From an optimization exercise on the open Yosys and OpenROAD flow, aimed at small area; shortcuts taken in it are not production practice.
RTL that was checked went through simulation tests only; none was proved equivalent to the original.
For runs 1, 3 and 6, only the layout was checked, not whether the RTL still works.

==> design.v <==
`default_nettype none
package alu_types_pkg;
	typedef logic [32-1:0] word_t;
	typedef logic [2*32-1:0] dword_t;
	typedef enum logic [3:0] {
		OP_AND  = 4'd0,
		OP_OR   = 4'd1,
		OP_NEG  = 4'd2,
		OP_NOT  = 4'd3,
		OP_ADD  = 4'd4,
		OP_SUB  = 4'd5,
		OP_MUL  = 4'd6,
		OP_DIV  = 4'd7,
		OP_SHR  = 4'd8,
		OP_SHRA = 4'd9,
		OP_SHL  = 4'd10,
		OP_ROR  = 4'd11,
		OP_ROL  = 4'd12
	} alu_op_t;
	typedef struct packed {
		alu_op_t op;
		word_t   y;
		word_t   b;
	} operand_s;
endpackage
`default_nettype wire
`default_nettype none
package alu_ctrl_pkg;
	typedef enum logic [1:0] {
		DIV_IDLE,
		DIV_PREP,
		DIV_ITER,
		DIV_FIX
	} div_state_t;
	typedef struct packed {
		logic [32-1:0] hi;
		logic [32-1:0] lo;
	} result_s;
endpackage
`default_nettype wire
`timescale 1ns/1ps
`default_nettype none
module alu_datapath (
	input  wire        clock,
	input  wire        rst_n,
	input  wire [31:0] bus,
	input  wire        y_in,
	input  wire        start,
	input  wire [3:0]  op,
	output wire [31:0] z_hi,
	output wire [31:0] z_lo,
	output reg         done,
	output wire        busy
);
	localparam [2:0] PH_IDLE = 3'd0;
	localparam [2:0] PH_PRE = 3'd4;
	localparam [2:0] PH_MAIN = 3'd1;
	localparam [2:0] PH_FIX1 = 3'd6;
	localparam [2:0] PH_FIX2 = 3'd7;
	localparam [2:0] PH_POST = 3'd3;
	localparam [2:0] PH_ZL = 3'd2;
	localparam [2:0] PH_SH = 3'd5;
	wire [31:0] y_q;
	reg [63:0] z_q;
	reg [2:0]  ph;
	reg [4:0]  cnt;
	wire [3:0]  op_q;
	reg [31:0] a;
	reg [31:0] q;
	wire [31:0] m;
	reg        c;
	reg        ys;
	assign z_hi = z_q[63:32];
	assign z_lo = z_q[31:0];
	assign busy = (ph != PH_IDLE);
	wire idle = (ph == PH_IDLE);
	wire p_pre  = (ph == PH_PRE);
	wire p_main = (ph == PH_MAIN);
	wire p_fix1 = (ph == PH_FIX1);
	wire p_fix2 = (ph == PH_FIX2);
	wire p_post = (ph == PH_POST);
	wire p_zl   = (ph == PH_ZL);
	wire p_sh   = (ph == PH_SH);
	wire cnt0  = (cnt == 5'd0);
	wire cnt31 = (cnt == 5'd31);
	wire o3 = op_q[3];
	wire o2 = op_q[2];
	wire o1 = op_q[1];
	wire o0 = op_q[0];
	wire o_mul  = ~o3 & o2 & o1 & ~o0;
	wire o_div  = ~o3 & o2 & o1 & o0;
	wire o_ldb  = ~o3 & ~o1;                        
	wire o_neg  = ~o3 & ~o2 & o1;                   
	wire o_sub  = ~o3 & o2 & ~o1 & o0;
	wire o_andc = (~o2 & ~o1 & ~o0) | (o3 & o2);    
	wire o_orc  = ~o2 & o0 & (o3 == o1);            
	wire o_sra  = o3 & ~o2 & ~o1 & o0;
	wire o_left = o2 | (o1 & ~o0);                  
	wire i_mul   = (op == 4'd6);
	wire i_div   = (op == 4'd7);
	wire i_shift = op[3] & (~op[2] | (~op[1] & ~op[0]));
	wire i_c0    = (op == 4'd5) | (op == 4'd2);     
	wire nz = |a[31:0];
	wire dinv = ~c ^ m[31];
	wire en = p_main ? (o0 | q[0]) :
	          p_fix1 ? c :
	          p_fix2 ? (ys & nz) :
	          (p_post & cnt31 & o_ldb);
	wire inv = p_main ? (o0 ? dinv : (cnt0 & q[0])) :
	           (p_fix1 | p_fix2) ? dinv :
	           (p_pre & q[31]);
	wire cin = inv & ~p_pre;
	localparam integer SPL = 22;
	wire b_one  = en ^ inv;
	wire [31:0] bop;
	genvar bi;
	generate
		for (bi = 0; bi < 32; bi = bi + 1) begin : g_bop
			assign bop[bi] = m[bi] ? b_one : inv;
		end
	endgenerate
	wire [31:0] s;
	wire [31:0] u;
	wire [32:0] cy;
	wire [31:SPL] pp;
	assign cy[0] = cin;
	genvar gi;
	generate
		for (gi = 0; gi < 32; gi = gi + 1) begin : g_add
			wire ci = (gi == SPL) ? 1'b0 : cy[gi];
			assign u[gi] = a[gi] ^ bop[gi] ^ ci;
			assign cy[gi+1] = (a[gi] & bop[gi]) | (a[gi] & ci) | (bop[gi] & ci);
			if (gi < SPL) begin : g_lo
				assign s[gi] = u[gi];
			end else begin : g_hi
				if (gi == SPL) begin : g_p0
					assign pp[gi] = 1'b1;
				end else begin : g_pn
					assign pp[gi] = pp[gi-1] & u[gi-1];
				end
				assign s[gi] = u[gi] ^ (cy[SPL] & pp[gi]);
			end
		end
	endgenerate
	wire s32 = (a[31] & bop[31]) | (a[31] & s[31]) | (bop[31] & s[31]);
	wire s0g  = s[0] & ~o_div;
	wire sx   = q[0] ^ (o_neg | (o_div & ys));
	wire sy   = s0g ^ o_sub;
	wire ssum = sx ^ sy ^ c;
	wire scar = (sx & sy) | (sx & c) | (sy & c);
	wire f = p_main ? s[0] :
	         (p_sh & o_sra) ? q[31] :
	         o_andc ? (q[0] & s0g) :
	         (o_orc | p_fix2) ? (q[0] | s0g) : ssum;
	wire lfill = p_main ? ~s[31] : (q[31] & ~(p_sh & o1));
	wire q_sr = (p_main & ~o0) | p_post | p_fix2 | (p_sh & ~o_left);
	wire q_sl = (p_main & o0) | p_pre | p_fix1 | (p_sh & o_left);
	wire a_r  = (p_main & ~o0) | (p_post & ~o_div);
	wire a_l  = (p_main & o0 & ~cnt0) | p_pre;
	wire a_sr = a_r;
	wire a_sl = a_l;
	wire a_su = ~idle & ~a_r & ~a_l;
	wire q_ld = idle;
	wire q_rr = q_sr;
	wire q_ll = q_sl;
	wire [31:0] a_rsrc = {s32 & o_mul, s[31:1]};
	wire [31:0] a_lsrc = {s[30:0], q[31]};
	wire [31:0] a_nxt = ({32{a_sr}} & a_rsrc) | ({32{a_sl}} & a_lsrc) | ({32{a_su}} & s);
	wire [31:0] q_nxt = ({32{q_ld}} & y_q) | ({32{q_rr}} & {f, q[31:1]}) | ({32{q_ll}} & {q[30:0], lfill});
	hold_reg #(.W(36)) u_m (
		.clock (clock),
		.ld    (idle),
		.ld_n  (busy),
		.d     ({op, bus}),
		.q     ({op_q, m})
	);
	always @(posedge clock) begin
		a <= a_nxt;
		q <= q_nxt;
	end
	wire nq = m[31] | (ys & ~q[0]);
	always @(posedge clock) begin
		if (idle)
			c <= i_c0;
		else if (p_fix2)
			c <= nq ^ (ys & nz);
		else if (p_pre | (p_main & o0) | p_fix1)
			c <= s[31];
		else
			c <= scar;
		if (p_pre)
			ys <= q[31];
		else if (p_fix2)
			ys <= nq;
	end
	always @(posedge clock or negedge rst_n) begin
		if (!rst_n) begin
			ph <= PH_IDLE;
		end else begin
			case (ph)
				PH_IDLE: if (start) ph <= i_shift ? PH_SH : (i_mul ? PH_MAIN : (i_div ? PH_PRE : PH_POST));
				PH_PRE:  ph <= PH_MAIN;
				PH_MAIN: if (cnt0) ph <= o0 ? PH_FIX1 : PH_ZL;
				PH_FIX1: ph <= PH_FIX2;
				PH_FIX2: ph <= PH_POST;
				PH_POST: if (cnt0) ph <= PH_ZL;
				PH_ZL:   ph <= PH_IDLE;
				default: if (cnt0) ph <= PH_IDLE;
			endcase
		end
	end
	always @(posedge clock) begin
		if (idle)
			cnt <= i_shift ? bus[4:0] : {5{~i_div}};
		else if (~(p_fix1 | p_fix2))
			cnt <= cnt - 5'd1;
	end
	wire zl_next = (p_main & cnt0 & ~o0) | (p_post & cnt0) |
	               (idle & start & i_shift & (bus[4:0] == 5'd0)) |
	               (p_sh & (cnt == 5'd1));
	reg zl;
	reg zln;
	always @(posedge clock or negedge rst_n) begin
		if (!rst_n)
			zl <= 1'b0;
		else
			zl <= zl_next;
	end
	always @(posedge clock)
		zln <= ~zl_next;
	wire y_in_n = ~y_in;
	hold_reg_ar #(.W(32)) u_y (
		.clock (clock),
		.rst_n (rst_n),
		.ld    (y_in),
		.ld_n  (y_in_n),
		.d     (bus),
		.q     (y_q)
	);
	always @(posedge clock or negedge rst_n) begin
		if (!rst_n) begin
			z_q <= 64'd0;
			done <= 1'b0;
		end else begin
			done <= zl;
			z_q <= ({64{zl}} & {a[31:0], q}) | ({64{zln}} & z_q);
		end
	end
endmodule
module hold_reg #(
	parameter integer W = 1
) (
	input  wire         clock,
	input  wire         ld,
	input  wire         ld_n,
	input  wire [W-1:0] d,
	output reg  [W-1:0] q
);
	always @(posedge clock)
		q <= ({W{ld}} & d) | ({W{ld_n}} & q);
endmodule
module hold_reg_ar #(
	parameter integer W = 1
) (
	input  wire         clock,
	input  wire         rst_n,
	input  wire         ld,
	input  wire         ld_n,
	input  wire [W-1:0] d,
	output reg  [W-1:0] q
);
	always @(posedge clock or negedge rst_n) begin
		if (!rst_n)
			q <= {W{1'b0}};
		else
			q <= ({W{ld}} & d) | ({W{ld_n}} & q);
	end
endmodule
`default_nettype wire
==> flow/run.sh <==
#!/bin/bash
# The standard layout (standard.sh) with these changes:
#  - ABC maps the logic for area (&nf -a) instead of delay; timing is
#    repaired by OpenROAD later in the flow, as usual;
#  - every I/O port is buffered by the smallest buffer (buf_1);
#  - CTS inserts no dummy loads.
# Each tool's output goes to the ORFS logs under orfs/logs; this script's
# own output goes to run.log.
set -o pipefail
exec > run.log 2>&1
cp -r "$FLOW_HOME/scripts" ./scripts_area
printf '&get -n\n&st\n&dch -f\n&nf -a -R 1000\n&put\n' > ./scripts_area/abc_area.script
export SCRIPTS_DIR="$PWD/scripts_area"
export BUFFER_PORTS_ARGS="-buffer_cell sky130_fd_sc_hd__buf_1"
export CTS_ARGS="-sink_clustering_enable -repair_clock_nets -buf_list sky130_fd_sc_hd__clkbuf_8 -sink_clustering_size 16 -sink_clustering_max_diameter 60 -dont_use_dummy_load"
export REMOVE_ABC_BUFFERS=1
bash standard.sh
==> standard.sh <==
#!/bin/bash
# synth_recipe.tcl (not shown) runs the flow's synth.tcl, then flattens the netlist and writes it again
# the make line also repeats each setting of config.mk as NAME=value (left out here)
make -C /OpenROAD-flow-scripts/flow DESIGN_CONFIG=/design/flow/config.mk WORK_HOME=/design/flow/orfs CLKGATE_MAP_FILE= SYNTH_SCRIPT=/design/flow/synth_recipe.tcl "${@:-finish}"
==> config.mk <==
export PLATFORM = sky130hd
export DESIGN_NAME = alu_datapath
export DESIGN_NICKNAME = alu_datapath
export VERILOG_FILES = /design/flow/design.v
export SDC_FILE = /design/flow/constraint.sdc
export NUM_CORES = 8
export LEC_CHECK = 0
export ABC_AREA = 1
export CAP_MARGIN = 0
export CORE_MARGIN = 2
export CORE_UTILIZATION = 55
export GPL_TIMING_DRIVEN = 0
export SLEW_MARGIN = 0
export SYNTH_HIERARCHICAL = 1
==> constraint.sdc <==
create_clock -name core_clock -period 13.0 [get_ports {clock}]
set_input_delay 2.6000 -clock core_clock [delete_from_list [all_inputs] [get_ports {clock}]]
set_output_delay 2.6000 -clock core_clock [all_outputs]
set_load 0.01 [all_outputs]
==> results of run 1 <==
sequential cells by signal, indices dropped and copies added, names as in the netlist:
| name | cells |
|---|---|
| q | 32 |
| u_y.q | 32 |
| ys | 1 |
| c | 1 |
| a | 32 |
| zln | 1 |
| zl | 1 |
| cnt | 5 |
| ph | 3 |
| z_q | 64 |
| done | 1 |
| u_m.q | 36 |
metrics by stage:
step           instance area (µm²)  std cells  setup TNS (ns)
6_report                     10070       1103               0
5_1_grt                      10070       1103               0
4_1_cts                       9858       1093               0
3_5_place_dp                  9585       1076         -0.3710
3_3_place_gp                  9374       1065          -14.72
2_1_floorplan                 8710        744         -0.4297
what timing repair did:
action,CTS,global route
endpoints found under the setup margin,2,4
pin swaps,0,10
buffers inserted,0,10
gates resized for setup,8,30
endpoints found under the hold margin,0,0
final cells by class:
type,instances,area (µm²)
clock buffer,17,234.0
fill,1318,5583
inverter,71,267.8
multi-input combinational,464,3882
sequential,209,4760
tap,216,270.3
timing repair buffer,126,658.1
metal layers:
| metal | up-vias | GRT usage (%) | wire (µm) |
|---|---|---|---|
| met5 | - | 0 | 0 |
| met4 | 0 | 5.629 | 303 |
| met3 | 25 | 4.018 | 1491 |
| met2 | 234 | 36.96 | 9528 |
| met1 | 3306 | 41.46 | 10580 |
| li1 | 3153 | - | - |
kinds of logic after synthesis:
family | count (synthesis)
buffers and inverters | 71
multiplexers | 1
XOR/XNOR | 16
flip-flops | 209
AND/OR/NAND/NOR | 124
AO/OA/AOI/OAI | 284
adder cells (fa/ha/maj) | 39
worst max-delay path: cells and delay by family, from the launching register on:
family / cells / cell delay [ns]
DFF: 1 / 0.46
adders and majority gates: 22 / 8.61
AOI/OAI and AO/OA: 7 / 1.18
buffers and inverters: 3 / 0.26
xor gates and xnor gates: 2 / 0.38
and+or+nand+nor: 9 / 1.46
worst max path at each step:
stage,startpoint,endpoint,slack [ns],cells after the start
5_1_grt,ph[0],q[0],0.01,43
6_report,ph[0],q[0],0.53,43
2_1_floorplan,cnt[0],q[0],-0.27,42
3_5_place_dp,a[16],q[0],-0.28,41
3_3_place_gp,cnt[0],q[0],-1.84,42
4_1_cts,a[12],q[0],0.004,41
layout by cell type, fill, tap and decap left out, drive strengths merged, types with 11 or more instances in the layout:
master,instances
nand2,58
dfrtp,101
dfxtp,102
fa,31
clkinv,71
a21oi,21
clkbuf,17
nor2,19
o21ai,51
a222oi,50
buf,125
a22oi,11
nor4,11
a22o,132
==> qor.csv, run 1 <==
metric,value,unit
DP HPWL,15330,µm
CTS tree,yes,
Initial Utilization,55.63,%
Min-Delay Endpoint,z_q[56],
Final Worst Setup Slack,0.5325,ns
vias in the first global route,6322,
synth unique cells,37,
"Arr. time, crit path",12.85,ns
Num Clock Sinks,209,
Critical Path Slowest Stage Cell,dfrtp_2,
Synth top area share,29.02,%
Post-synth EDFFs,6,
Crit path required time,13.38,ns
most frequent CP cell,fa_1,
Worst Hold Launch,z_q[56],
vias per inst,6.091,
# H-tree levels,1,
proportion of synthesized area in mux cells,0.1293,%
synth cell count leaders,"132 x a22o_1, 102 x dfxtp_1, 101 x dfrtp_1, 71 x clkinv_1, 58 x nand2_1",
Synth Area in Simple Gates,6.536,%
"area leader, netlist",dfrtp_1,
final net count,968,
Crit Reg-Reg Endpoint,q[0],
Setup WS pre-CTS,-0.2789,ns
# Max-Cap Violations,0,
Finished Core Util,64.34,%
dominant combinational cell family by area after synthesis,compound AO/OA/AOI/OAI gates,
CTS Buffer Depth,3,
DRT iter0 DRCs,640,
CTS buffer count,17,
Adder-Cell Fraction of Synth Area,8.275,%
clock-pin slew on the worst setup and hold paths,0.10,ns
global-route wire length before repair,34420,µm
GRT overflow,0,
Netlist Area Pre-Place,0.008710,mm²
Fmax,80.21,MHz
drt first pass iters,6,
Post-CTS Hold Buffers,0,
WL/cell,19.85,µm
Die ar.,0.01686,mm²
I/O pins,106,
layout cells sized above 1,8.455,%
CP endpoint kind,register,
Reg2Reg Setup Slack,0.53,ns
XOR/XNOR share of the synthesized area,1.609,%
gpl congestion,0.8984,
antenna violations before repair,0,
core area,0.01566,mm²
final hold violations,0,
worst hold slack,0.4976,ns
Final Skew,0.06007,ns
CP max stage delay,0.46,ns
largest net degree at the start of global routing,50,
diodes inserted,0,
asr flop ratio synth,48.33,%
Final Critical Period,12.47,ns
Compound-Gate Fraction of Synth Area,25.86,%
Synth area leaders,"dfrtp_1 29%, dfxtp_1 23%, a22o_1 13%",
detailed-route via count,6718,
P&R area growth vs syn,15.64,%
worst slew pin tran,1.316,ns
worst r2r src,ph[0],
Post-synth top flop,dfxtp_1,
worst hold stages,1,
die width,129.8,µm
final setup fails,0,
reg2reg path depth,43,
Avg Inst Size Synth,11.71,µm²
CP Max Fanout,10,
fin crit share,95.90,%
ANT nets after route,0,
critical setup path kind,register to register,
critical path startpoint category,register,
outcome,finished clean,
Remaining DRCs,0,
gr usage total,25.83,%
clk latency of the worst-skew pair,0.52,ns
"count leader, synth",a22o_1,
port buffer count,105,
Slew HR,12.18,%
cells after synthesis,744,
row count,46,
total number of yosys warnings,9,
Final Max Tran Viols,0,
Synth Register Bits,209,
Hold Path Class,register to register,
Die Span Y,129.8,µm
register area share after synthesis,54.53,%
Detailed Route WL,21900,µm
RSZ-0062 raised after global routing,no,
root buffer cell,clkbuf_8,
==> inputs of run 2 (changes only) <==
--- a/design.v
+++ b/design.v
@@ -112,3 +112,3 @@
 	wire cin = inv & ~p_pre;
-	localparam integer SPL = 22;
+	localparam integer SPL = 20;
 	wire b_one  = en ^ inv;
==> qor.csv, run 2 <==
metric,value,unit,change
post-CTS setup buffer count,0,,unchanged
Post-synth EDFFs,6,,unchanged
CTS Buffer Depth,3,,unchanged
"Arr. time, crit path",12.24,ns,-0.61 ns
Netlist Area Pre-Place,0.008751,mm²,+0.47%
ANT nets after route,0,,unchanged
# fillers,1277,,-3.1%
Final Skew,0.03774,ns,-0.02233 ns
total number of yosys warnings,9,,unchanged
gpl congestion,0.8729,,-2.8%
CP endpoint kind,register,,
critical setup path kind,register to register,,
Critical Path Slowest Stage Cell,nor4_1,,
I/O pins,106,,unchanged
placed cells,1081,,+0.46%
critical path startpoint category,register,,
clk latency of the worst-skew pair,0.50,ns,-0.02 ns
Detailed Route WL,22010,µm,+0.52%
synth unique cells,42,,+14%
root buffer cell,clkbuf_8,,
RSZ-0062 raised after global routing,no,,
register area share after synthesis,54.28,%,-0.26 points
synth cell count leaders,"132 x a22o_1, 102 x dfxtp_1, 101 x dfrtp_1, 67 x clkinv_1, 58 x nand2_1",,
most frequent CP cell,fa_1,,
post-route cell area,0.009920,mm²,-1.5%
GRT overflow,0,,unchanged
layout cells sized above 1,4.757,%,-3.7 points
gr usage total,26.12,%,+0.29 points
Top reg by flops,z_q,,
Remaining DRCs,0,,unchanged
P&R area growth vs syn,13.35,%,
Die ar.,0.01694,mm²,+0.45%
final net count,964,,-0.41%
diodes inserted,0,,unchanged
antenna violations before repair,0,,unchanged
"count leader, synth",a22o_1,,
"most common cell after layout, fill and taps aside",a22o_1,,
Synth top area share,28.88,%,-0.14 points
largest net degree at the start of global routing,68,,+36%
die width,130.1,µm,+0.23%
cells after synthesis,749,,+0.67%
FF+latch area,0.004752,mm²,-0.16%
Synth area leaders,"dfrtp_1 29%, dfxtp_1 23%, a22o_1 13%",,
Final Critical Period,11.84,ns,-0.6294 ns
DRT iter0 DRCs,573,,-10%
WL/cell,20.03,µm,+0.89%
detailed-route via count,6788,,+1.0%
outcome,finished clean,,
Slew HR,33.93,%,+22 points
Avg Inst Size Synth,11.68,µm²,-0.20%
CP Max Fanout,7,,-3
vias per inst,6.177,,+1.4%
Placed Area,0.009666,mm²,+0.84%
Post-synth top flop,dfxtp_1,,
global-route wire length before repair,34800,µm,+1.1%
most frequent cells in the layout,"132 x a22o_1, 103 x buf_1, 101 x dfxtp_1, 100 x dfrtp_1, 66 x clkinv_1",,
row count,46,,unchanged
Hold Path Class,register to register,,
core area,0.01571,mm²,+0.37%
Die Span Y,130.1,µm,+0.23%
max FFs per register,64,,unchanged
DP HPWL,15760,µm,+2.8%
vias in the first global route,6541,,+3.5%
# Max-Cap Violations,0,,unchanged
# H-tree levels,1,,unchanged
CTS buffer count,18,,+1
Final Max Tran Viols,0,,unchanged
Post-Layout Cell Count,1099,,-0.36%
worst hold slack,0.4777,ns,-0.01984 ns
"area leader, netlist",dfrtp_1,,
Crit path required time,13.41,ns,+0.03 ns
area of the multi-input gates,0.003781,mm²,-2.6%
biggest regs,"z_q x64, u_m.q x36",,
Num Clock Sinks,209,,unchanged
Fmax,84.47,MHz,+5.3%
drt first pass iters,8,,+2
asr flop ratio synth,48.33,%,unchanged
Initial Utilization,55.69,%,+0.059 points
clock-pin slew on the worst setup and hold paths,0.10,ns,about the same
port buffer count,105,,unchanged
fin crit share,91.06,%,-4.8 points
Synth Register Bits,209,,unchanged
cts repair resizes,0,,-8
final setup fails,0,,unchanged
Post-CTS Hold Buffers,0,,unchanged
worst slew pin tran,0.9850,ns,-0.3315 ns
CTS tree,yes,,
CP max stage delay,0.62,ns,+0.16 ns
final hold violations,0,,unchanged
[run 2: changes by cell type after synthesis, moves of 3 or more]
| cell | previous run | this run |
|---|---|---|
| a222oi_1 | 50 | 47 |
| o21ai_0 | 51 | 46 |
| a21oi_1 | 21 | 18 |
| a221o_1 | 2 | 5 |
| clkinv_1 | 71 | 67 |
| nor2_1 | 19 | 28 |
| xor2_1 | 9 | 6 |
| xnor2_1 | 7 | 10 |
| o221ai_1 | 4 | 7 |
[run 2: final timing paths]
| path | start | to | slack [ns] | cells past startpoint |
|---|---|---|---|---|
| max in group asynchronous | rst_n | u_y.q[29] | 9.92 | 3 |
| worst min register to register | q[11] | q[10] | 0.48 | 2 |
| min in group asynchronous | rst_n | z_q[60] | 2.15 | 1 |
| worst min-delay path | q[11] | q[10] | 0.48 | 2 |
| worst max register to register | a[16] | a[29] | 1.16 | 36 |
| worst max-delay path | a[16] | a[29] | 1.16 | 36 |
[run 2: through the flow]
| step | worst slack [ns] | setup TNS (ns) | util (%) |
|---|---|---|---|
| after floorplan | 1.139 | 0 | - |
| after global placement | -0.4690 | -4.396 | 59.92 |
| after detailed placement | 1.158 | 0 | 61.51 |
| after CTS | 1.101 | 0 | 63.09 |
| after global routing | 0.6674 | 0 | 63.13 |
| final | 1.162 | 0 | 63.13 |
[run 2: area by class of cell]
type,count,area share (%)
multi-input combinational,473,38.12
clock buffer,18,2.497
sequential,209,47.91
inverter,67,2.548
tap,216,2.725
timing repair buffer,116,6.206
[run 2: per-layer routing]
layer / vias up / part of all wire [%] / track usage (%)
met5: - / 0 / 0
met2: 265 / 44 / 38.96
li1: 3154 / - / -
met4: 0 / 1.8 / 6.894
met3: 34 / 7.2 / 4.715
met1: 3335 / 47 / 39.54
[run 2: logic make-up after synthesis]
| family | Yosys count | synth area share (%) |
|---|---|---|
| AOI/OAI and AO/OA | 278 | 25.45 |
| DFF | 209 | 54.28 |
| and+or+nand+nor | 138 | 7.321 |
| buffers and inverters | 67 | 2.874 |
| adders and majority gates | 39 | 8.236 |
| xor gates and xnor gates | 16 | 1.601 |
| muxes | 2 | 0.2431 |
[run 2: critical path, delay by kind of cell (launching register included)]
kind	cells	cell delay, ns
adder cells (fa/ha/maj)	20	8.05
XOR/XNOR	2	0.30
AND/OR/NAND/NOR	6	1.57
flip-flops	1	0.36
AO/OA/AOI/OAI	5	1.17
buffers and inverters	3	0.30
==> inputs of run 3 (changes only) <==
--- a/design.v
+++ b/design.v
@@ -63,3 +63,3 @@
 	wire [31:0] y_q;
-	reg [63:0] z_q;
+	wire [63:0] z_q;
 	reg [2:0]  ph;
@@ -84,3 +84,4 @@
 	wire cnt0  = (cnt == 5'd0);
-	wire cnt31 = (cnt == 5'd31);
+	wire cnt29 = (cnt == 5'd29);
+	wire cnt30 = (cnt == 5'd30);
 	wire o3 = op_q[3];
@@ -107,3 +108,3 @@
 	          p_fix2 ? (ys & nz) :
-	          (p_post & cnt31 & o_ldb);
+	          (p_post & cnt29 & o_ldb);
 	wire inv = p_main ? (o0 ? dinv : (cnt0 & q[0])) :
@@ -112,3 +113,3 @@
 	wire cin = inv & ~p_pre;
-	localparam integer SPL = 20;
+	localparam integer SPL = 21;
 	wire b_one  = en ^ inv;
@@ -205,3 +206,3 @@
 				PH_FIX2: ph <= PH_POST;
-				PH_POST: if (cnt0) ph <= PH_ZL;
+				PH_POST: if (cnt30) ph <= PH_ZL;
 				PH_ZL:   ph <= PH_IDLE;
@@ -213,19 +214,8 @@
 		if (idle)
-			cnt <= i_shift ? bus[4:0] : {5{~i_div}};
-		else if (~(p_fix1 | p_fix2))
+			cnt <= i_shift ? bus[4:0] : {~i_div, ~i_div, ~i_div, ~i_div & i_mul, ~i_div};
+		else
 			cnt <= cnt - 5'd1;
 	end
-	wire zl_next = (p_main & cnt0 & ~o0) | (p_post & cnt0) |
-	               (idle & start & i_shift & (bus[4:0] == 5'd0)) |
-	               (p_sh & (cnt == 5'd1));
-	reg zl;
-	reg zln;
-	always @(posedge clock or negedge rst_n) begin
-		if (!rst_n)
-			zl <= 1'b0;
-		else
-			zl <= zl_next;
-	end
-	always @(posedge clock)
-		zln <= ~zl_next;
+	wire zl = p_zl | (p_sh & cnt0);
+	wire zl_n = ~zl;
 	wire y_in_n = ~y_in;
@@ -239,10 +229,15 @@
 	);
+	hold_reg_ar #(.W(64)) u_z (
+		.clock (clock),
+		.rst_n (rst_n),
+		.ld    (zl),
+		.ld_n  (zl_n),
+		.d     ({a, q}),
+		.q     (z_q)
+	);
 	always @(posedge clock or negedge rst_n) begin
-		if (!rst_n) begin
-			z_q <= 64'd0;
+		if (!rst_n)
 			done <= 1'b0;
-		end else begin
+		else
 			done <= zl;
-			z_q <= ({64{zl}} & {a[31:0], q}) | ({64{zln}} & z_q);
-		end
 	end
==> qor.csv, run 3 <==
metric,value,unit,change
layout cells sized above 1,5.537,%,+0.78 points
die width,129.3,µm,-0.65%
Die Span Y,129.3,µm,-0.65%
Post-synth EDFFs,1,,-5
Critical Path Slowest Stage Cell,dfrtp_1,,
row count,45,,-2.2%
DRT iter0 DRCs,801,,+40%
Final Max Tran Viols,0,,unchanged
critical path startpoint category,register,,
port buffer count,105,,unchanged
Slew HR,6.954,%,-27 points
CP startpoint,ph[1],,
final hold violations,0,,unchanged
Synth top area share,28.98,%,+0.099 points
outcome,finished clean,,
diodes inserted,0,,unchanged
P&R area growth vs syn,13.77,%,
Final Critical Period,12.21,ns,+0.3679 ns
I/O pins,106,,unchanged
Synth Register Bits,207,,-0.96%
CP endpoint kind,register,,
CP max stage delay,0.50,ns,-0.12 ns
drt first pass iters,8,,unchanged
worst hold slack,0.4581,ns,-0.01964 ns
max FFs per register,64,,unchanged
root buffer cell,clkbuf_8,,
Avg Inst Size Synth,11.56,µm²,-1.1%
synth cell count leaders,"132 x a22o_1, 106 x dfxtp_1, 100 x dfrtp_1, 69 x clkinv_1, 54 x nor2_1",,
critical setup path kind,register to register,,
"count leader, synth",a22o_1,,
Crit path required time,13.36,ns,-0.05 ns
Post-CTS Hold Buffers,0,,unchanged
GRT overflow,0,,unchanged
gr usage total,26.49,%,+0.37 points
ANT nets after route,0,,unchanged
Remaining DRCs,0,,unchanged
CTS buffer count,18,,unchanged
Hold Path Class,register to register,,
worst r2r src,ph[1],,
CP Max Fanout,9,,+2
# Max-Cap Violations,0,,unchanged
"area leader, netlist",dfrtp_1,,
Setup TNS,0,ns,unchanged
most frequent CP cell,fa_1,,
clk latency of the worst-skew pair,0.53,ns,+0.03 ns
Num Clock Sinks,207,,-0.96%
Post-Layout Cell Count,1096,,-0.27%
total number of yosys warnings,10,,+1
register area share after synthesis,53.91,%,-0.37 points
global-route wire length before repair,34840,µm,+0.10%
core area,0.01526,mm²,-2.9%
cells after synthesis,747,,-0.27%
final setup fails,0,,unchanged
asr flop ratio synth,48.31,%,about the same
vias per inst,6.162,,-0.23%
DP HPWL,15540,µm,-1.4%
worst slew pin tran,1.392,ns,+0.4068 ns
final net count,966,,+0.21%
Netlist Area Pre-Place,0.008635,mm²,-1.3%
fin crit share,93.89,%,+2.8 points
# H-tree levels,1,,unchanged
CTS tree,yes,,
Synth area leaders,"dfrtp_1 29%, dfxtp_1 25%, a22o_1 13%",,
Post-synth top flop,dfxtp_1,,
Final Skew,0.07186,ns,+0.03412 ns
"Arr. time, crit path",12.57,ns,+0.33 ns
Top reg by flops,u_z.q,,
"most common cell after layout, fill and taps aside",a22o_1,,
vias in the first global route,6457,,-1.3%
clock-pin slew on the worst setup and hold paths,0.09,ns,about the same
detailed-route via count,6754,,-0.50%
most frequent cells in the layout,"132 x a22o_1, 106 x dfxtp_1, 103 x buf_1, 100 x dfrtp_1, 67 x clkinv_1",,
Detailed Route WL,21570,µm,-2.0%
biggest regs,"u_z.q x64, u_m.q x36",,
Die ar.,0.01672,mm²,-1.3%
largest net degree at the start of global routing,65,,-4.4%
Worst Hold Launch,q[11],,
Initial Utilization,56.59,%,+0.90 points
gpl congestion,0.8706,,-0.26%
synth unique cells,39,,-7.1%
WL/cell,19.68,µm,-1.7%
antenna violations before repair,0,,unchanged
placed cells,1075,,-0.56%
CTS Buffer Depth,3,,unchanged
Fmax,81.93,MHz,-3.0%
run 3: timing repair:
action / CTS / global route
setup endpoints to repair: 0 / 6
gates resized for setup: 0 / 6
setup buffers: 0 / 3
run 3: cell type report:
class,instances,area (µm²)
Sequential cell,207,4654
Inverter,69,261.5
Fill cell,1259,5435
Timing Repair Buffer,120,609.3
Multi-Input combinational cell,471,3786
Clock buffer,18,247.7
Tap cell,211,264.0
run 3: through the flow:
stage | instance area [µm²] | util (%) | setup WS (ns)
2_1_floorplan | 8635 | - | -0.1449
3_3_place_gp | 9293 | 60.90 | -1.886
3_5_place_dp | 9525 | 62.43 | 0.2834
4_1_cts | 9773 | 64.05 | 0.1517
5_1_grt | 9823 | 64.38 | -0.004306
6_report | 9823 | 64.38 | 0.7941
run 3: logic make-up (layout without fill, tap and decap cells):
group,Yosys count,after routing,synth area share [%]
multiplexers,3,3,0.3623
adder cells (fa/ha/maj),39,39,8.347
AO/OA/AOI/OAI,278,278,25.76
AND/OR/NAND/NOR,133,133,6.796
XOR/XNOR,18,18,1.826
buffers and inverters,69,207,3.000
flip-flops,207,207,53.91
run 3: critical path: cells and delay by family, from the launching register on:
kind,cells,cell delay [ns]
fa+ha+maj,21,8.31
simple gates,9,1.66
compound gates,5,0.83
flops,1,0.50
xor+xnor,2,0.44
buf+inv,2,0.15
mux,1,0.14
run 3: per-layer routing:
layer | share of wire [%] | vias up | global-route usage [%]
met5 | 0 | - | 0
met4 | 2.2 | 0 | 7.161
met3 | 7.4 | 33 | 4.789
li1 | - | 3146 | -
met2 | 43 | 282 | 38.42
met1 | 47 | 3293 | 41.04
run 3: final timing paths:
kind | end | slack, ns | cells after the start
min in group asynchronous | ph[1] | 2.08 | 1
hold / removal | q[10] | 0.46 | 2
hold reg to reg | q[10] | 0.46 | 2
setup / recovery | c | 0.79 | 40
setup reg to reg | c | 0.79 | 40
max in group asynchronous | u_y.q[27] | 9.94 | 4
==> inputs of run 4 (changes only) <==
--- a/design.v
+++ b/design.v
@@ -113,3 +113,3 @@
 	wire cin = inv & ~p_pre;
-	localparam integer SPL = 21;
+	localparam integer SPL = 20;
 	wire b_one  = en ^ inv;
==> qor.csv, run 4 <==
metric,value,unit,change
Final Worst Setup Slack,0.9239,ns,+0.1298 ns
Die ar.,0.01679,mm²,+0.46%
Post-Layout Cell Count,1099,,+0.27%
gr usage total,25.87,%,-0.62 points
layout cells sized above 1,4.167,%,-1.4 points
GRT met2 Usage,38.59,%,+0.17 points
most used routing layer,met1,,
P&R area growth vs syn,12.47,%,
global-route wire length before repair,34230,µm,-1.7%
worst hold stages,1,,-1
largest net degree at the start of global routing,65,,unchanged
Hold Path Class,register to register,,
Slew HR,17.03,%,+10 points
DRT iter0 DRCs,759,,-5.2%
Remaining DRCs,0,,unchanged
Final Skew,0.07488,ns,+0.003025 ns
"area leader, netlist",dfrtp_1,,
Post-CTS Hold Buffers,0,,unchanged
most frequent CP cell,fa_1,,
Critical Path Stages,34,,-15%
CTS tree,yes,,
"Arr. time, crit path",12.44,ns,-0.13 ns
core area,0.01531,mm²,+0.37%
die width,129.6,µm,+0.23%
"most common cell after layout, fill and taps aside",a22o_1,,
clock-pin slew on the worst setup and hold paths,0.09,ns,about the same
critical setup path kind,register to register,,
worst hold slack,0.4980,ns,+0.03989 ns
final net count,969,,+0.31%
Final Max Tran Viols,0,,unchanged
cells after synthesis,757,,+1.3%
Initial Utilization,56.65,%,+0.062 points
ANT nets after route,0,,unchanged
Synth top area share,28.84,%,-0.14 points
synth cell count leaders,"132 x a22o_1, 106 x dfxtp_1, 100 x dfrtp_1, 66 x clkinv_1, 50 x nand2_1",,
biggest regs,"u_z.q x64, u_m.q x36",,
fin crit share,92.89,%,-1.0 points
asr flop ratio synth,48.31,%,unchanged
final setup fails,0,,unchanged
CP endpoint kind,register,,
GRT overflow,0,,unchanged
gpl congestion,0.9261,,+6.4%
Avg Inst Size Synth,11.46,µm²,-0.85%
"count leader, synth",a22o_1,,
root buffer cell,clkbuf_8,,
CTS buffer count,17,,-1
worst slew pin tran,1.241,ns,-0.1503 ns
outcome,finished clean,,
CP max stage delay,0.68,ns,+0.18 ns
max FFs per register,64,,unchanged
Num Clock Sinks,207,,unchanged
"Buf+Inv Stages, Crit Path",3,,+1
register area share after synthesis,53.65,%,-0.26 points
CTS Buffer Depth,3,,unchanged
post-CTS setup buffer count,0,,unchanged
most frequent cells in the layout,"132 x a22o_1, 106 x dfxtp_1, 103 x buf_1, 100 x dfrtp_1, 64 x clkinv_1",,
Synth Register Bits,207,,unchanged
row count,45,,unchanged
Netlist Area Pre-Place,0.008676,mm²,+0.48%
I/O pins,106,,unchanged
reg2reg path depth,34,,-15%
vias per inst,6.103,,-0.97%
port buffer count,105,,unchanged
Fmax,82.81,MHz,+1.1%
cts repair resizes,0,,unchanged
critical path startpoint category,register,,
placed cells,1082,,+0.65%
synth unique cells,36,,-7.7%
Final Critical Period,12.08,ns,-0.1298 ns
RSZ-0062 raised after global routing,no,,
Setup WS pre-CTS,0.9089,ns,+0.6255 ns
Crit path max-delay family,adder cells,,
WL/cell,19.43,µm,-1.3%
Synth area leaders,"dfrtp_1 29%, dfxtp_1 24%, a22o_1 13%",,
drt first pass iters,6,,-2
Die Span Y,129.6,µm,+0.23%
clk latency of the worst-skew pair,0.51,ns,-0.02 ns
grt met1 use,39.74,%,-1.3 points
Post-synth top flop,dfxtp_1,,
diodes inserted,0,,unchanged
DP HPWL,15410,µm,-0.83%
detailed-route via count,6707,,-0.70%
Detailed Route WL,21360,µm,-0.98%
vias in the first global route,6406,,-0.79%
final hold violations,0,,unchanged
Crit path required time,13.37,ns,about the same
Post-synth EDFFs,1,,unchanged
antenna violations before repair,0,,unchanged
# fillers,1277,,+1.4%
total number of yosys warnings,10,,unchanged
routing usage on met3,4.872,%,+0.083 points
# Max-Cap Violations,0,,unchanged
# H-tree levels,1,,unchanged
Top reg by flops,u_z.q,,
Critical Path Slowest Stage Cell,nor2b_1,,
CP Max Fanout,11,,+2
[run 4: changes by cell type after synthesis, sizes merged, moves of 4 or more]
cell / previous run / this run
a22oi: 13 / 22
a221o: 4 / 0
o21ai: 20 / 25
nor2: 54 / 49
nand2: 40 / 50
[run 4: final timing paths]
kind,from,to,slack [ns]
min,u_z.q[36],u_z.q[36],0.50
max,ph[0],q[0],0.92
min in group asynchronous,rst_n,u_z.q[57],2.12
max reg2reg,ph[0],q[0],0.92
min reg2reg,u_z.q[36],u_z.q[36],0.50
max in group asynchronous,rst_n,u_y.q[4],9.96
[run 4: metal layers]
metal / vias up / share of wire (%)
met5: - / 0
met4: 0 / 1.2
met3: 27 / 6.8
met2: 217 / 44
met1: 3308 / 48
li1: 3155 / -
[run 4: cells by family (layout without fill, tap and decap cells)]
group | after synthesis | in the layout | share of synthesized area [%]
buffers and inverters | 66 | 197 | 2.856
multiplexers | 3 | 3 | 0.3894
flip-flops | 207 | 207 | 53.65
adder cells (fa/ha/maj) | 39 | 39 | 8.307
AO/OA/AOI/OAI | 283 | 283 | 25.77
XOR/XNOR | 16 | 16 | 1.615
AND/OR/NAND/NOR | 143 | 143 | 7.413
[run 4: per-stage QoR]
step                      cell area (µm²)  TNS [ns]  utilization, %
after floorplan                      8676         0               -
after global placement               9334    -13.89           60.95
after detailed placement             9524         0           62.19
after CTS                            9758         0           63.72
after global routing                 9758         0           63.72
final                                9758         0           63.72
[run 4: cell type report]
type                    instances  area [µm²]  share of cell area [%]
clock buffers                  17       234.0                   2.398
inverters                      66       250.2                   2.564
multi-input cells             484        3811                   39.06
flip-flops and latches        207        4654                   47.70
well taps                     211       264.0                   2.705
repair buffers                114       544.3                   5.578
==> inputs of run 5 (changes only) <==
--- a/design.v
+++ b/design.v
@@ -163,3 +163,3 @@
 	wire a_su = ~idle & ~a_r & ~a_l;
-	wire q_ld = idle;
+	wire q_ld = idle & y_ok;
 	wire q_rr = q_sr;
@@ -221,5 +221,4 @@
 	wire y_in_n = ~y_in;
-	hold_reg_ar #(.W(32)) u_y (
+	hold_reg #(.W(32)) u_y (
 		.clock (clock),
-		.rst_n (rst_n),
 		.ld    (y_in),
@@ -229,2 +228,9 @@
 	);
+	reg y_ok;
+	always @(posedge clock or negedge rst_n) begin
+		if (!rst_n)
+			y_ok <= 1'b0;
+		else if (y_in)
+			y_ok <= 1'b1;
+	end
 	hold_reg_ar #(.W(64)) u_z (
==> qor.csv, run 5 <==
metric,value,unit,change
"Arr. time, crit path",12.08,ns,-0.36 ns
CP startpoint,a[8],,
Detailed Route WL,21470,µm,+0.50%
Critical Path Slowest Stage Cell,nor4_1,,
Num Clock Sinks,208,,+0.48%
detailed-route via count,6723,,+0.24%
core area,0.01520,mm²,-0.74%
die width,128.6,µm,-0.74%
# Max-Cap Violations,0,,unchanged
final setup fails,0,,unchanged
Setup WS pre-CTS,1.187,ns,+0.2780 ns
final net count,972,,+0.31%
row count,45,,unchanged
I/O pins,106,,unchanged
clock-pin slew on the worst setup and hold paths,0.10,ns,about the same
Fmax,85.65,MHz,+3.4%
most frequent CP cell,fa_1,,
synth cell count leaders,"138 x dfxtp_1, 132 x a22o_1, 69 x dfrtp_1, 66 x clkinv_1, 56 x nor2_1",,
CTS buffer count,17,,unchanged
most frequent cells in the layout,"138 x dfxtp_1, 132 x a22o_1, 104 x buf_1, 69 x dfrtp_1, 65 x clkinv_1",,
layout cells sized above 1,4.265,%,+0.098 points
CTS tree,yes,,
largest net degree at the start of global routing,65,,unchanged
Compound-Gate Fraction of Synth Area,26.24,%,+0.47 points
gpl congestion,0.9154,,-1.2%
antenna violations before repair,0,,unchanged
CP endpoint kind,register,,
Post-CTS Hold Buffers,0,,unchanged
Crit Reg-Reg Endpoint,a[21],,
root buffer cell,clkbuf_8,,
max FFs per register,64,,unchanged
register area share after synthesis,52.90,%,-0.75 points
Hold Path Class,register to register,,
DRT iter0 DRCs,743,,-2.1%
Initial Utilization,56.20,%,-0.45 points
# fillers,1273,,-0.31%
Crit path required time,13.40,ns,+0.03 ns
total number of yosys warnings,10,,unchanged
post-CTS setup buffer count,0,,unchanged
reg2reg path depth,36,,+5.9%
worst hold stages,1,,unchanged
vias in the first global route,6342,,-1.0%
asr flop ratio synth,33.17,%,-15 points
RSZ-0062 raised after global routing,no,,
Top reg by flops,u_z.q,,
critical path startpoint category,register,,
"count leader, synth",dfxtp_1,,
"most common cell after layout, fill and taps aside",dfxtp_1,,
worst slew pin tran,1.193,ns,-0.04875 ns
WL/cell,19.89,µm,+2.4%
XOR/XNOR share of the synthesized area,1.640,%,+0.025 points
gr usage total,25.86,%,about the same
"area leader, netlist",dfxtp_1,,
final hold violations,0,,unchanged
# H-tree levels,1,,unchanged
Worst Hold Launch,y_ok,,
GRT overflow,0,,unchanged
worst r2r src,a[8],,
Die ar.,0.01655,mm²,-1.5%
Final Worst Setup Slack,1.325,ns,+0.4006 ns
Final Max Tran Viols,0,,unchanged
cts repair resizes,0,,unchanged
Synth top area share,32.34,%,+3.5 points
Placed Area,0.009368,mm²,-1.6%
port buffer count,105,,unchanged
Post-synth EDFFs,1,,unchanged
CP max stage delay,0.47,ns,-0.21 ns
Slew HR,19.99,%,+3.0 points
Netlist Area Pre-Place,0.008543,mm²,-1.5%
post-route cell area,0.009607,mm²,-1.6%
clk latency of the worst-skew pair,0.52,ns,about the same
proportion of synthesized area in mux cells,0.2490,%,-0.14 points
Final Critical Period,11.68,ns,-0.4006 ns
DP HPWL,15640,µm,+1.5%
critical setup path kind,register to register,,
Final Skew,0.06849,ns,-0.006390 ns
vias per inst,6.231,,+2.1%
fin crit share,89.81,%,-3.1 points
Remaining DRCs,0,,unchanged
Post-synth top flop,dfxtp_1,,
synth unique cells,39,,+8.3%
biggest regs,"u_z.q x64, u_m.q x36",,
Reg2Reg Setup Slack,1.32,ns,+0.40 ns
Avg Inst Size Synth,11.26,µm²,-1.8%
Adder-Cell Fraction of Synth Area,8.436,%,+0.13 points
CTS Buffer Depth,3,,unchanged
Synth area leaders,"dfxtp_1 32%, dfrtp_1 20%, a22o_1 14%",,
dominant combinational cell family by area after synthesis,compound AO/OA/AOI/OAI gates,,
diodes inserted,0,,unchanged
Min-Delay Endpoint,y_ok,,
cells after synthesis,759,,+0.26%
Die Span Y,128.6,µm,-0.74%
global-route wire length before repair,33910,µm,-0.95%
CP Max Fanout,9,,-2
Synth Register Bits,208,,+0.48%
Synth Area in Simple Gates,7.630,%,+0.22 points
Finished Core Util,63.19,%,-0.52 points
drt first pass iters,8,,+2
ANT nets after route,0,,unchanged
outcome,finished clean,,
P&R area growth vs syn,12.45,%,about the same
[run 5: worst max-delay path by stage]
stage	endpoint	slack, ns	cells after the start
5_1_grt	a[29]	0.70	37
6_report	a[21]	1.32	36
3_3_place_gp	a[28]	-0.68	36
3_5_place_dp	a[21]	1.19	36
4_1_cts	a[21]	1.13	36
2_1_floorplan	a[21]	0.84	35
[run 5: cell type report]
cell class                      count  area (µm²)  area share [%]
Inverter                           66       249.0           2.592
Tap cell                          188       235.2           2.449
Sequential cell                   208        4519           47.04
Timing Repair Buffer              115       556.8           5.796
Multi-Input combinational cell    485        3812           39.68
Clock buffer                       17       234.0           2.436
[run 5: per-stage QoR]
stage	cells	hold slack [ns]	setup TNS, ns
2_1_floorplan	759	0.4360	0
3_3_place_gp	1052	0.4523	-8.342
3_5_place_dp	1062	0.4560	0
4_1_cts	1079	0.4825	0
5_1_grt	1079	0.4955	0
6_report	1079	0.4731	0
[run 5: cell families (layout without fill, tap and decap cells)]
| group | Yosys count | in the layout |
|---|---|---|
| xor+xnor | 16 | 16 |
| flops | 208 | 208 |
| mux | 2 | 2 |
| buf+inv | 66 | 198 |
| simple gates | 145 | 145 |
| compound gates | 283 | 283 |
| fa+ha+maj | 39 | 39 |
[run 5: metal layers]
| layer | global-route usage, % | up-vias | part of all wire (%) |
|---|---|---|---|
| met2 | 38.64 | 248 | 44 |
| met5 | 0 | - | 0 |
| met3 | 3.202 | 23 | 6.1 |
| met1 | 40.62 | 3272 | 48 |
| met4 | 5.563 | 0 | 1.3 |
| li1 | - | 3180 | - |
[run 5: worst max-delay path, delay by kind of cell, from the launching register on]
| kind | cells | cell delay, ns |
|---|---|---|
| buf+inv | 4 | 0.43 |
| fa+ha+maj | 21 | 8.23 |
| simple gates | 4 | 0.84 |
| compound gates | 5 | 1.06 |
| flops | 1 | 0.38 |
| xor+xnor | 2 | 0.60 |
==> inputs of run 6 (changes only) <==
--- a/design.v
+++ b/design.v
@@ -113,3 +113,3 @@
 	wire cin = inv & ~p_pre;
-	localparam integer SPL = 20;
+	localparam integer SPL = 22;
 	wire b_one  = en ^ inv;
==> qor.csv, run 6 <==
metric,value,unit,change
Hold Path Class,register to register,,
CTS Buffer Depth,3,,unchanged
Synth area leaders,"dfxtp_1 32%, dfrtp_1 20%, a22o_1 14%",,
DRT iter0 DRCs,725,,-2.4%
Num Clock Sinks,208,,unchanged
Top reg by flops,u_z.q,,
asr flop ratio synth,33.17,%,unchanged
final net count,970,,-0.21%
CTS tree,yes,,
Crit Reg-Reg Endpoint,q[0],,
reg2reg path depth,38,,+5.6%
CTS buffer count,17,,unchanged
antenna violations before repair,0,,unchanged
"most common cell after layout, fill and taps aside",dfxtp_1,,
critical setup path kind,register to register,,
Finished Core Util,63.30,%,+0.11 points
Final Worst Setup Slack,0.6267,ns,-0.6978 ns
Post-synth top flop,dfxtp_1,,
CP max stage delay,0.51,ns,+0.04 ns
largest net degree at the start of global routing,65,,unchanged
I/O pins,106,,unchanged
Avg Inst Size Synth,11.27,µm²,+0.13%
core area,0.01515,mm²,-0.37%
global-route wire length before repair,33260,µm,-1.9%
vias per inst,6.207,,-0.38%
Post-CTS Hold Buffers,0,,unchanged
"Arr. time, crit path",12.74,ns,+0.66 ns
Reg2Reg Setup Slack,0.63,ns,-0.70 ns
port buffer count,105,,unchanged
synth unique cells,36,,-7.7%
Initial Utilization,56.18,%,about the same
Remaining DRCs,0,,unchanged
proportion of synthesized area in mux cells,0.1323,%,-0.12 points
final setup fails,0,,unchanged
Crit path required time,13.37,ns,-0.03 ns
outcome,finished clean,,
Die Span Y,128.4,µm,-0.19%
Setup WS pre-CTS,0.3169,ns,-0.8700 ns
CP endpoint kind,register,,
WL/cell,19.38,µm,-2.6%
worst r2r src,a[8],,
drt first pass iters,8,,unchanged
P&R area growth vs syn,12.67,%,
gpl congestion,0.8855,,-3.3%
Synth Area in Simple Gates,7.617,%,-0.014 points
register area share after synthesis,53.11,%,+0.21 points
GRT overflow,0,,unchanged
detailed-route via count,6685,,-0.57%
# Max-Cap Violations,0,,unchanged
critical path startpoint category,register,,
# H-tree levels,1,,unchanged
XOR/XNOR share of the synthesized area,1.647,%,+0.0065 points
diodes inserted,0,,unchanged
max FFs per register,64,,unchanged
gr usage total,25.45,%,-0.41 points
Final Critical Period,12.37,ns,+0.6978 ns
Adder-Cell Fraction of Synth Area,8.469,%,+0.033 points
row count,45,,unchanged
clock-pin slew on the worst setup and hold paths,0.10,ns,about the same
Post-synth EDFFs,1,,unchanged
dominant combinational cell family by area after synthesis,compound AO/OA/AOI/OAI gates,,
fin crit share,95.18,%,+5.4 points
total number of yosys warnings,10,,unchanged
Synth Register Bits,208,,unchanged
Final Skew,0.05162,ns,-0.01688 ns
"area leader, netlist",dfxtp_1,,
"count leader, synth",dfxtp_1,,
most frequent CP cell,fa_1,,
ANT nets after route,0,,unchanged
final hold violations,0,,unchanged
worst hold stages,1,,unchanged
Detailed Route WL,20880,µm,-2.7%
# fillers,1270,,-0.24%
die width,128.4,µm,-0.19%
Slew HR,19.72,%,-0.28 points
layout cells sized above 1,4.499,%,+0.23 points
RSZ-0062 raised after global routing,no,,
clk latency of the worst-skew pair,0.51,ns,about the same
Die ar.,0.01648,mm²,-0.38%
crit path to,q[0],,
synth cell count leaders,"138 x dfxtp_1, 133 x a22o_1, 69 x clkinv_1, 69 x dfrtp_1, 57 x nor2_1",,
Fmax,80.82,MHz,-5.6%
DP HPWL,14860,µm,-5.0%
CP Max Fanout,5,,-4
most frequent cells in the layout,"138 x dfxtp_1, 132 x a22o_1, 103 x buf_1, 69 x dfrtp_1, 68 x clkinv_1",,
Final Max Tran Viols,0,,unchanged
root buffer cell,clkbuf_8,,
vias in the first global route,6209,,-2.1%
cells after synthesis,755,,-0.53%
worst slew pin tran,1.201,ns,+0.008599 ns
Critical Path Slowest Stage Cell,nor4_1,,
Compound-Gate Fraction of Synth Area,25.98,%,-0.26 points
CP startpoint,a[8],,
Netlist Area Pre-Place,0.008509,mm²,-0.40%
biggest regs,"u_z.q x64, u_m.q x36",,
Synth top area share,32.47,%,+0.13 points
run 6: how the worst min path moves through the flow:
stage,endpoint,from,slack (ns)
floorplan,y_ok,y_ok,0.44
global placement,y_ok,y_ok,0.45
detailed placement,u_y.q[21],u_y.q[21],0.46
CTS,q[24],u_y.q[24],0.48
global route,y_ok,y_ok,0.49
finish,y_ok,y_ok,0.48
run 6: per-stage QoR:
stage / hold slack (ns) / instance area (µm²) / cells / TNS [ns]
global route: 0.4940 / 9588 / 1077 / 0
CTS: 0.4805 / 9573 / 1075 / 0
floorplan: 0.4360 / 8509 / 755 / 0
finish: 0.4801 / 9588 / 1077 / 0
global placement: 0.4523 / 9139 / 1048 / -19.45
detailed placement: 0.4565 / 9339 / 1058 / 0
run 6: area by class of cell:
| class | count | area [µm²] | area share, % |
|---|---|---|---|
| well taps | 188 | 235.2 | 2.453 |
| flip-flops and latches | 208 | 4519 | 47.14 |
| multi-input cells | 478 | 3762 | 39.24 |
| clock buffers | 17 | 234.0 | 2.440 |
| repair buffers | 117 | 576.8 | 6.016 |
| inverters | 69 | 260.3 | 2.714 |
run 6: routing by layer:
metal / global-route usage [%] / up-vias / part of all wire, %
met5: 0 / - / 0
met4: 4.783 / 0 / 0.99
met3: 3.867 / 20 / 6.4
met2: 38.64 / 224 / 45
met1: 39.28 / 3285 / 47
li1: - / 3156 / -
run 6: worst max-delay path, delay by kind of cell, from the launching register on:
| kind | cells | cell delay [ns] |
|---|---|---|
| adders and majority gates | 22 | 8.79 |
| xor gates and xnor gates | 2 | 0.64 |
| and+or+nand+nor | 5 | 0.94 |
| AOI/OAI and AO/OA | 6 | 1.23 |
| buffers and inverters | 3 | 0.25 |
| DFF | 1 | 0.36 |
run 6: kinds of logic (layout without fill, tap and decap cells):
kind of cell    after synthesis  after routing
mux                           1              1
buf+inv                      69            203
simple gates                146            146
flops                       208            208
xor+xnor                     16             16
fa+ha+maj                    39             39
compound gates              276            276
run 6: what timing repair did:
item / 4_1_cts / 5_1_grt
setup buffers: 0 / 2
setup endpoints to repair: 0 / 6
resized for setup: 0 / 0

## re-timing with driven ports
Ports are ideal in the flow. The routed layouts listed here were re-timed in OpenROAD. Step 1: set_driving_cell puts a clkbuf_16 on clock and a buf_2 on each other input, an assumption about the parent block. Step 2 adds t to the input delays and takes it off the output delays; t is the mean of the earliest and latest rising clock arrival at the registers after step 1. Input paths then give back, and output paths get back, about the clock's delay inside the block. Three values: ideal ports, drivers, drivers and shift; two values: the first two.
| run | shift t [ns] | slack for setup (ns) | hold WS [ns] | slew at the worst register clock pin (ns) |
|---|---|---|---|---|
| run 1 | 0.533 | 0.533 / 0.533 / 0.533 | 0.498 / 0.498 / 0.498 | 0.11 / 0.11 |
| run 2 | 0.525 | 1.162 / 1.162 / 1.162 | 0.478 / 0.478 / 0.478 | 0.10 / 0.10 |
| run 3 | 0.536 | 0.794 / 0.794 / 0.794 | 0.458 / 0.458 / 0.458 | 0.10 / 0.10 |
| run 4 | 0.512 | 0.924 / 0.924 / 0.924 | 0.498 / 0.498 / 0.498 | 0.10 / 0.10 |
| run 5 | 0.518 | 1.325 / 1.325 / 1.325 | 0.473 / 0.473 / 0.473 | 0.10 / 0.10 |
| run 6 | 0.524 | 0.627 / 0.627 / 0.627 | 0.480 / 0.480 / 0.480 | 0.10 / 0.10 |
After both steps every run listed still meets setup and hold.
